From an optimization exercise on the open Yosys and OpenROAD flow, aimed at small area and a short achievable clock period; shortcuts taken in it are not production practice. The RTL was checked by simulation tests, not by an equivalence proof against the original design.

// squeeze_top
module squeeze_top (
	input  logic                             clk,
	input  logic                             arst_n,
	input  logic                             en,
	input  logic [16-1:0]            ifm,
	input  logic                             ram_feedback,
	output logic [4*16-1:0] ofm,
	output logic                             sample,
	output logic                             finish
);
export LEC_CHECK = 0
export ABC_AREA = 1
export CAP_MARGIN = 20
export CORE_MARGIN = 2
export CORE_UTILIZATION = 45
export PLACE_DENSITY = 0.55
export SETUP_SLACK_MARGIN = 4.9
export SLEW_MARGIN = 20
create_clock -name core_clock -period 7.5 [get_ports {clk}]
standard.sh (not shown) runs the stock make flow with config.mk's settings and CLKGATE_MAP_FILE= SYNTH_SCRIPT=/design/flow/synth_recipe.tcl, a recipe that flattens the netlist after the stock synthesis.
==> flow/flow/run.sh <==
#!/bin/bash
set -euo pipefail
bash standard.sh \
  "BUFFER_PORTS_ARGS=-buffer_cell sky130_fd_sc_hd__buf_2" \
  "MATCH_CELL_FOOTPRINT=0" \
  "CTS_ARGS=-repair_clock_nets -dont_use_dummy_load -buf_list {sky130_fd_sc_hd__clkbuf_16}" \
  finish > make_finish.log 2>&1
The starting point finished with timing, DRC and antenna clean.
==> next run, changes <==
--- a/flow/flow/run.sh
+++ b/flow/flow/run.sh
@@ -6 +6 @@
-  "CTS_ARGS=-repair_clock_nets -dont_use_dummy_load -buf_list {sky130_fd_sc_hd__clkbuf_16}" \
+  "CTS_ARGS=-sink_clustering_enable -repair_clock_nets -dont_use_dummy_load -sink_clustering_size 25 -sink_clustering_max_diameter 80 -buf_list {sky130_fd_sc_hd__clkbuf_8 sky130_fd_sc_hd__clkbuf_16}" \
- CORE_UTILIZATION: 45 -> 40
- PLACE_DENSITY: 0.55 -> 0.45
- SETUP_SLACK_MARGIN: 4.9 -> 5.0
After rerunning: The new run finished clean. Synthesized cell count is unchanged. Global-route usage is lower by 1.2 points. Critical path depth does not change. Wire length goes up by about 7%. Setup slack degrades by 0.0064 ns. Design area rises by about 3.7%. Count of clock-buffer cells in the layout stays the same. Sequential share of layout area shrinks by 1.0 points.
==> next run, changes <==
==> flow/flow/run.sh (replaced) <==
#!/bin/bash
# Standard layout, with every input and output port buffered by a plain
# buf_2 instead of the delay buffer the port buffering step picks by default.
set -euo pipefail
bash standard.sh "BUFFER_PORTS_ARGS=-buffer_cell sky130_fd_sc_hd__buf_2" finish > make_finish.log 2>&1
- ABC_AREA: 1 -> default
- CTS_BUF_LIST: default -> sky130_fd_sc_hd__clkbuf_4 sky130_fd_sc_hd__clkbuf_8
- PLACE_DENSITY: 0.45 -> 0.4
- SETUP_SLACK_MARGIN: 5.0 -> 4.2
Outcome:
- register-to-register slack gets worse by 0.79 ns
- worst setup slack gets worse by 0.53 ns
- final cell count went down by about 23%
- flip-flop and latch count does not change
- synthesized cell count went down by 28%
==> next run, changes <==
==> flow/flow/run.sh (replaced) <==
#!/bin/bash
set -euo pipefail
bash standard.sh \
  "BUFFER_PORTS_ARGS=-buffer_cell sky130_fd_sc_hd__buf_2" \
  "MATCH_CELL_FOOTPRINT=0" \
  "CTS_ARGS=-repair_clock_nets -dont_use_dummy_load -buf_list {sky130_fd_sc_hd__clkbuf_16}" \
  finish > make_finish.log 2>&1
- ABC_AREA: default -> 1
- CTS_BUF_LIST: sky130_fd_sc_hd__clkbuf_4 sky130_fd_sc_hd__clkbuf_8 -> default
- PLACE_DENSITY: 0.4 -> 0.45
- SETUP_SLACK_MARGIN: 4.2 -> 4.9
Result:
- global-route usage grows by 4.0 points
- hold slack got worse by 0.0091 ns
- core utilization shrinks by 1.0 points
- cell area grows by 6.2%
- routed wire length grows by 27%
==> next run, changes <==
- ABC_AREA: 1 -> default
Global-route usage drops by 1.7 points.
Final cell count drops by about a fifth.
Count of clock-buffer cells in the layout stays the same.
Via count drops by about a fifth.
Worst setup slack gets worse by 0.25 ns.
Non-clock buffer count climbs by 90.
Design area climbs by a little under a tenth.
Die area drops by a little under a tenth.
Hold slack gets better by 0.045 ns.
Synthesized area drops by a little under a tenth.
==> next run, changes <==
--- a/flow/flow/run.sh
+++ b/flow/flow/run.sh
@@ -6 +6 @@
-  "CTS_ARGS=-repair_clock_nets -dont_use_dummy_load -buf_list {sky130_fd_sc_hd__clkbuf_16}" \
+  "CTS_ARGS=-sink_clustering_enable -repair_clock_nets -dont_use_dummy_load -sink_clustering_size 25 -sink_clustering_max_diameter 80 -buf_list {sky130_fd_sc_hd__clkbuf_8 sky130_fd_sc_hd__clkbuf_16}" \
- ABC_AREA: default -> 1
- CTS_BUF_LIST: default -> sky130_fd_sc_hd__clkbuf_8 sky130_fd_sc_hd__clkbuf_16
- CTS_CLUSTER_DIAMETER: default -> 80
- CTS_CLUSTER_SIZE: default -> 25
- SETUP_SLACK_MARGIN: 4.9 -> 4.7
Outcome: Final cell count rose by 27%. Wire length is higher by 14%. Worst hold slack is worse by 0.040 ns. First-iteration DRC count increases by 1.2%. Sequential share of layout area increases by 2.0 points. Via count rose by 17%. Synthesized cell count went up by 39%. Utilization came out lower by 8.1 points.

========
squeeze_top, a different RTL version from the one above (not shown whole).
For scale: ~2000 cells after synthesis, about 190 flip-flops, ~86 I/O pins, ~14000 sq um of cells after synthesis.
Design squeeze_top, start of the top module:
module squeeze_top (
	input  logic                             clk,
	input  logic                             arst_n,
	input  logic                             en,
	input  logic [16-1:0]            ifm,
	input  logic                             ram_feedback,
	output logic [4*16-1:0] ofm,
	output logic                             sample,
	output logic                             finish
);
==> flow/config.mk <==
export PLATFORM = sky130hd
export DESIGN_NAME = squeeze_top
export DESIGN_NICKNAME = squeeze_top
export VERILOG_FILES = /design/flow/design.v
export SDC_FILE = /design/flow/constraint.sdc
export NUM_CORES = 4
export LEC_CHECK = 0
export ABC_AREA = 1
export CAP_MARGIN = 20
export CORE_MARGIN = 2
export CORE_UTILIZATION = 40
export PLACE_DENSITY = 0.45
export SETUP_SLACK_MARGIN = 4.8
export SLEW_MARGIN = 20
==> flow/constraint.sdc <==
create_clock -name core_clock -period 7.5 [get_ports {clk}]
set_input_delay 1.5000 -clock core_clock [delete_from_list [all_inputs] [get_ports {clk}]]
set_output_delay 1.5000 -clock core_clock [all_outputs]
set_load 0.01 [all_outputs]
==> flow/flow/run.sh <==
#!/bin/bash
# The standard layout (standard.sh: standard synthesis and ORFS flow),
# with three changes to how the layout is made:
#  - every input and output port is buffered by a plain buf_2 instead of the
#    delay buffer the port buffering step picks by default;
#  - the resizer may change a cell's footprint (e.g. upsize a flip-flop);
#  - clock tree synthesis builds its tree from a clkbuf_16 root and clkbuf_8
#    buffers, without sink clustering and without dummy loads.
# The full output of the run is kept in make_finish.log; ORFS's own per-step
# logs are under orfs/logs/.
set -euo pipefail
bash standard.sh \
  "BUFFER_PORTS_ARGS=-buffer_cell sky130_fd_sc_hd__buf_2" \
  "MATCH_CELL_FOOTPRINT=0" \
  "CTS_ARGS=-repair_clock_nets -dont_use_dummy_load -root_buf sky130_fd_sc_hd__clkbuf_16 -buf_list {sky130_fd_sc_hd__clkbuf_8}" \
  finish > make_finish.log 2>&1
Change:
==> flow/flow/run.sh (replaced) <==
#!/bin/bash
set -euo pipefail
bash standard.sh \
  "BUFFER_PORTS_ARGS=-buffer_cell sky130_fd_sc_hd__buf_2" \
  "MATCH_CELL_FOOTPRINT=0" \
  "CTS_ARGS=-repair_clock_nets -dont_use_dummy_load -buf_list {sky130_fd_sc_hd__clkbuf_16}" \
  finish > make_finish.log 2>&1
- SETUP_SLACK_MARGIN: 4.8 -> 4.9
Result: Register-to-register slack improves by 180 ps; wire length decreases by 1.0%; via count drops by about 0.32%; die area does not change.
Change:
==> flow/flow/run.sh (replaced) <==
#!/bin/bash
# The standard layout (standard.sh: standard synthesis and ORFS flow),
# with three changes to how the layout is made:
#  - every input and output port is buffered by a plain buf_2 instead of the
#    delay buffer the port buffering step picks by default;
#  - the resizer may change a cell's footprint (e.g. upsize a flip-flop);
#  - clock tree synthesis builds its tree from a clkbuf_16 root and clkbuf_8
#    buffers, without sink clustering and without dummy loads.
# The full output of the run is kept in make_finish.log; ORFS's own per-step
# logs are under orfs/logs/.
set -euo pipefail
bash standard.sh \
  "BUFFER_PORTS_ARGS=-buffer_cell sky130_fd_sc_hd__buf_2" \
  "MATCH_CELL_FOOTPRINT=0" \
  "CTS_ARGS=-repair_clock_nets -dont_use_dummy_load -root_buf sky130_fd_sc_hd__clkbuf_16 -buf_list {sky130_fd_sc_hd__clkbuf_8}" \
  finish > make_finish.log 2>&1
- SETUP_SLACK_MARGIN: 4.9 -> 4.7
Effect: Count of clock-buffer cells in the layout is unchanged. Synthesized area is unchanged. Sequential share of layout area increases by 0.45 points.
Change:
- CAP_MARGIN: 20 -> 5
- SETUP_SLACK_MARGIN: 4.7 -> 4.9
- SLEW_MARGIN: 20 -> 5
Effect: The new run completed without violations; register-to-register slack is better by 130 ps; die area stays the same; setup slack improves by 87 ps; area after synthesis does not change; hold slack is about the same; first-iteration DRC count decreases by a few percent; via count barely changes.
Change:
- CAP_MARGIN: 5 -> 20
- PLACE_DENSITY: 0.45 -> 0.5
- SLEW_MARGIN: 5 -> 20
Outcome: Synthesized area does not change; first-iteration DRC count grows by about a fifth; die area is unchanged; final area came out higher slightly; clock-buffer cell count stays the same; critical path depth goes up by 7; worst setup slack improved by 12 ps; utilization grows by 0.59 points; worst hold slack gets worse by 5.6 ps; clock skew grows by 4.3 ps.
Change:
- PLACE_DENSITY: 0.5 -> 0.45
=> The changed run completed without violations. Wire length increases by 0.51%. Flip-flop and latch count is unchanged. Final cell count barely changes.

========
== nickel ==
squeeze_top with an RTL version that a note above also has.
Size: about 2000 cells after synthesis, about 210 flip-flops, ~86 I/O pins, roughly 14000 µm² of cells after synthesis.
// squeeze_top
module squeeze_top (
	input  logic                             clk,
	input  logic                             arst_n,
	input  logic                             en,
	input  logic [16-1:0]            ifm,
	input  logic                             ram_feedback,
	output logic [4*16-1:0] ofm,
	output logic                             sample,
	output logic                             finish
);
==> flow/config.mk <==
export PLATFORM = sky130hd
export DESIGN_NAME = squeeze_top
export DESIGN_NICKNAME = squeeze_top
export VERILOG_FILES = /design/flow/design.v
export SDC_FILE = /design/flow/constraint.sdc
export NUM_CORES = 4
export LEC_CHECK = 0
export ABC_AREA = 1
export CAP_MARGIN = 20
export CORE_MARGIN = 2
export CORE_UTILIZATION = 35
export CTS_BUF_LIST = sky130_fd_sc_hd__clkbuf_4 sky130_fd_sc_hd__clkbuf_8
export PLACE_DENSITY = 0.4
export SETUP_SLACK_MARGIN = 4.7
export SLEW_MARGIN = 20
==> flow/constraint.sdc <==
create_clock -name core_clock -period 7.5 [get_ports {clk}]
set_input_delay 1.5000 -clock core_clock [delete_from_list [all_inputs] [get_ports {clk}]]
set_output_delay 1.5000 -clock core_clock [all_outputs]
set_load 0.01 [all_outputs]
==> flow/flow/run.sh <==
#!/bin/bash
# Standard layout with three changes to how it is made:
#  - every input and output port is buffered by a plain buf_2 instead of the
#    delay buffer the port buffering step picks by default;
#  - the resizer may change a cell's footprint (e.g. upsize a flip-flop);
#  - clock tree synthesis inserts no dummy loads.
set -euo pipefail
bash standard.sh \
  "BUFFER_PORTS_ARGS=-buffer_cell sky130_fd_sc_hd__buf_2" \
  "MATCH_CELL_FOOTPRINT=0" \
  "CTS_ARGS=-sink_clustering_enable -repair_clock_nets -dont_use_dummy_load -buf_list {sky130_fd_sc_hd__clkbuf_4 sky130_fd_sc_hd__clkbuf_8}" \
  finish > make_finish.log 2>&1
The final layout from nickel, which completed every stage, passed the timing, DRC and antenna checks at the end of the flow.
What maple does differently from nickel at the input level:
Settings: SETUP_SLACK_MARGIN now 4.9, was 4.7; CTS_CLUSTER_SIZE now 25, previously not set; CTS_BUF_LIST now sky130_fd_sc_hd__clkbuf_8 sky130_fd_sc_hd__clkbuf_16, was sky130_fd_sc_hd__clkbuf_4 sky130_fd_sc_hd__clkbuf_8; PLACE_DENSITY now 0.45, was 0.4; CORE_UTILIZATION now 40, was 35; CTS_CLUSTER_DIAMETER now 80, previously not set.
==> flow/flow/run.sh <==
#!/bin/bash
set -euo pipefail
bash standard.sh \
  "BUFFER_PORTS_ARGS=-buffer_cell sky130_fd_sc_hd__buf_2" \
  "MATCH_CELL_FOOTPRINT=0" \
  "CTS_ARGS=-sink_clustering_enable -repair_clock_nets -dont_use_dummy_load -sink_clustering_size 25 -sink_clustering_max_diameter 80 -buf_list {sky130_fd_sc_hd__clkbuf_8 sky130_fd_sc_hd__clkbuf_16}" \
  finish > make_finish.log 2>&1
- In terms of combined flip-flop and latch cell area, nickel and maple differ only marginally.
- Via count: lower on maple
- When maple is set beside nickel, its post-route clock period utilization turns out to be 1.4 points smaller.
- Going from nickel to maple, the maximum single-stage delay on the critical path was found to have gone down by 0.06 ns.
- Re setup slack: nickel was lower than maple.
- Relative to nickel, the final cell area reported for maple is higher.
- Relative to nickel, die area decreased by 5100 µm² in maple.
- When maple is measured against nickel, its measured slew at the worst slew-check pin turns out 0.064 ns lower.
- maple against nickel; sum of routed wire length over all layers is down by a little under 10%.
- Of maple and nickel, the higher number of buffers inserted during clock tree synthesis belongs to nickel.
For xenon, these inputs were changed with respect to maple:
Settings: CTS_CLUSTER_DIAMETER: 80 -> unset; CTS_CLUSTER_SIZE: 25 -> unset; CTS_BUF_LIST: sky130_fd_sc_hd__clkbuf_8 sky130_fd_sc_hd__clkbuf_16 -> unset.
==> flow/flow/run.sh <==
#!/bin/bash
set -euo pipefail
bash standard.sh \
  "BUFFER_PORTS_ARGS=-buffer_cell sky130_fd_sc_hd__buf_2" \
  "MATCH_CELL_FOOTPRINT=0" \
  "CTS_ARGS=-repair_clock_nets -dont_use_dummy_load -root_buf sky130_fd_sc_hd__clkbuf_16 -buf_list {sky130_fd_sc_hd__clkbuf_8}" \
  finish > make_finish.log 2>&1
[summary]
Clock network contribution to total cell area ended up 1.1 points lower on xenon than on maple.
Compared with maple, in xenon top achievable clock speed went up by 1.8%, sequential cell area was more or less identical, final instance area went down by 300 µm².
Comparing xenon with maple, the final cell count came out essentially unchanged.

## separate check: timing with driven ports
How much do the figures lean on ideal ports? The routed layouts below were timed once more, with nothing changed but the port constraints.
Step 1 (the two cells are an assumption about what drives the block):
set clk [get_ports {clk}]
set_driving_cell -lib_cell sky130_fd_sc_hd__clkbuf_16 $clk
set_driving_cell -lib_cell sky130_fd_sc_hd__buf_2 [delete_from_list [all_inputs] $clk]
Step 2 adds t to the input delays and takes it off the output delays; t is the mean of the earliest and latest rising clock arrival at the registers after step 1. Input paths then give back, and output paths get back, about the clock's delay inside the block.
Slacks: no drivers / after step 1 / after step 2; pairs: no drivers / after step 1.
run	t (ns)	setup WS [ns]	worst hold slack (ns)	slew at the worst register clock pin (ns)	pins driven straight from the clock port
the first run of note 1	0.482	4.834 / 4.782 / 4.905	0.379 / 0.379 / 0.379	0.08 / 0.08	1
the second run of note 1	0.532	4.828 / 4.775 / 5.085	0.384 / 0.384 / 0.384	0.09 / 0.09	1
the third run of note 1	0.585	4.295 / 4.295 / 4.295	0.388 / 0.388 / 0.388	0.07 / 0.07	1
the fourth run of note 1	0.491	4.873 / 4.818 / 5.004	0.379 / 0.379 / 0.379	0.08 / 0.08	1
the fifth run of note 1	0.494	4.619 / 4.619 / 4.619	0.423 / 0.423 / 0.423	0.08 / 0.08	1
the sixth run of note 1	0.533	4.795 / 4.753 / 4.795	0.384 / 0.384 / 0.384	0.09 / 0.09	1
the first run of note 2	0.456	4.747 / 4.747 / 4.747	0.401 / 0.401 / 0.401	0.10 / 0.10	1
the second run of note 2	0.497	4.840 / 4.784 / 4.929	0.395 / 0.395 / 0.395	0.07 / 0.07	1
the third run of note 2	0.455	4.780 / 4.724 / 4.830	0.401 / 0.401 / 0.401	0.10 / 0.10	1
the fourth run of note 2	0.460	4.867 / 4.810 / 4.957	0.401 / 0.401 / 0.401	0.10 / 0.10	1
the fifth run of note 2	0.459	4.879 / 4.846 / 4.879	0.396 / 0.396 / 0.396	0.11 / 0.11	1
the sixth run of note 2	0.460	4.867 / 4.810 / 4.957	0.401 / 0.401 / 0.401	0.10 / 0.10	1
nickel	0.615	4.722 / 4.671 / 4.731	0.382 / 0.382 / 0.382	0.06 / 0.06	1
maple	0.535	4.827 / 4.774 / 4.958	0.384 / 0.384 / 0.384	0.09 / 0.09	1
xenon	0.457	4.874 / 4.818 / 4.982	0.383 / 0.383 / 0.383	0.11 / 0.11	1
After both steps setup and hold are still met in every run listed.
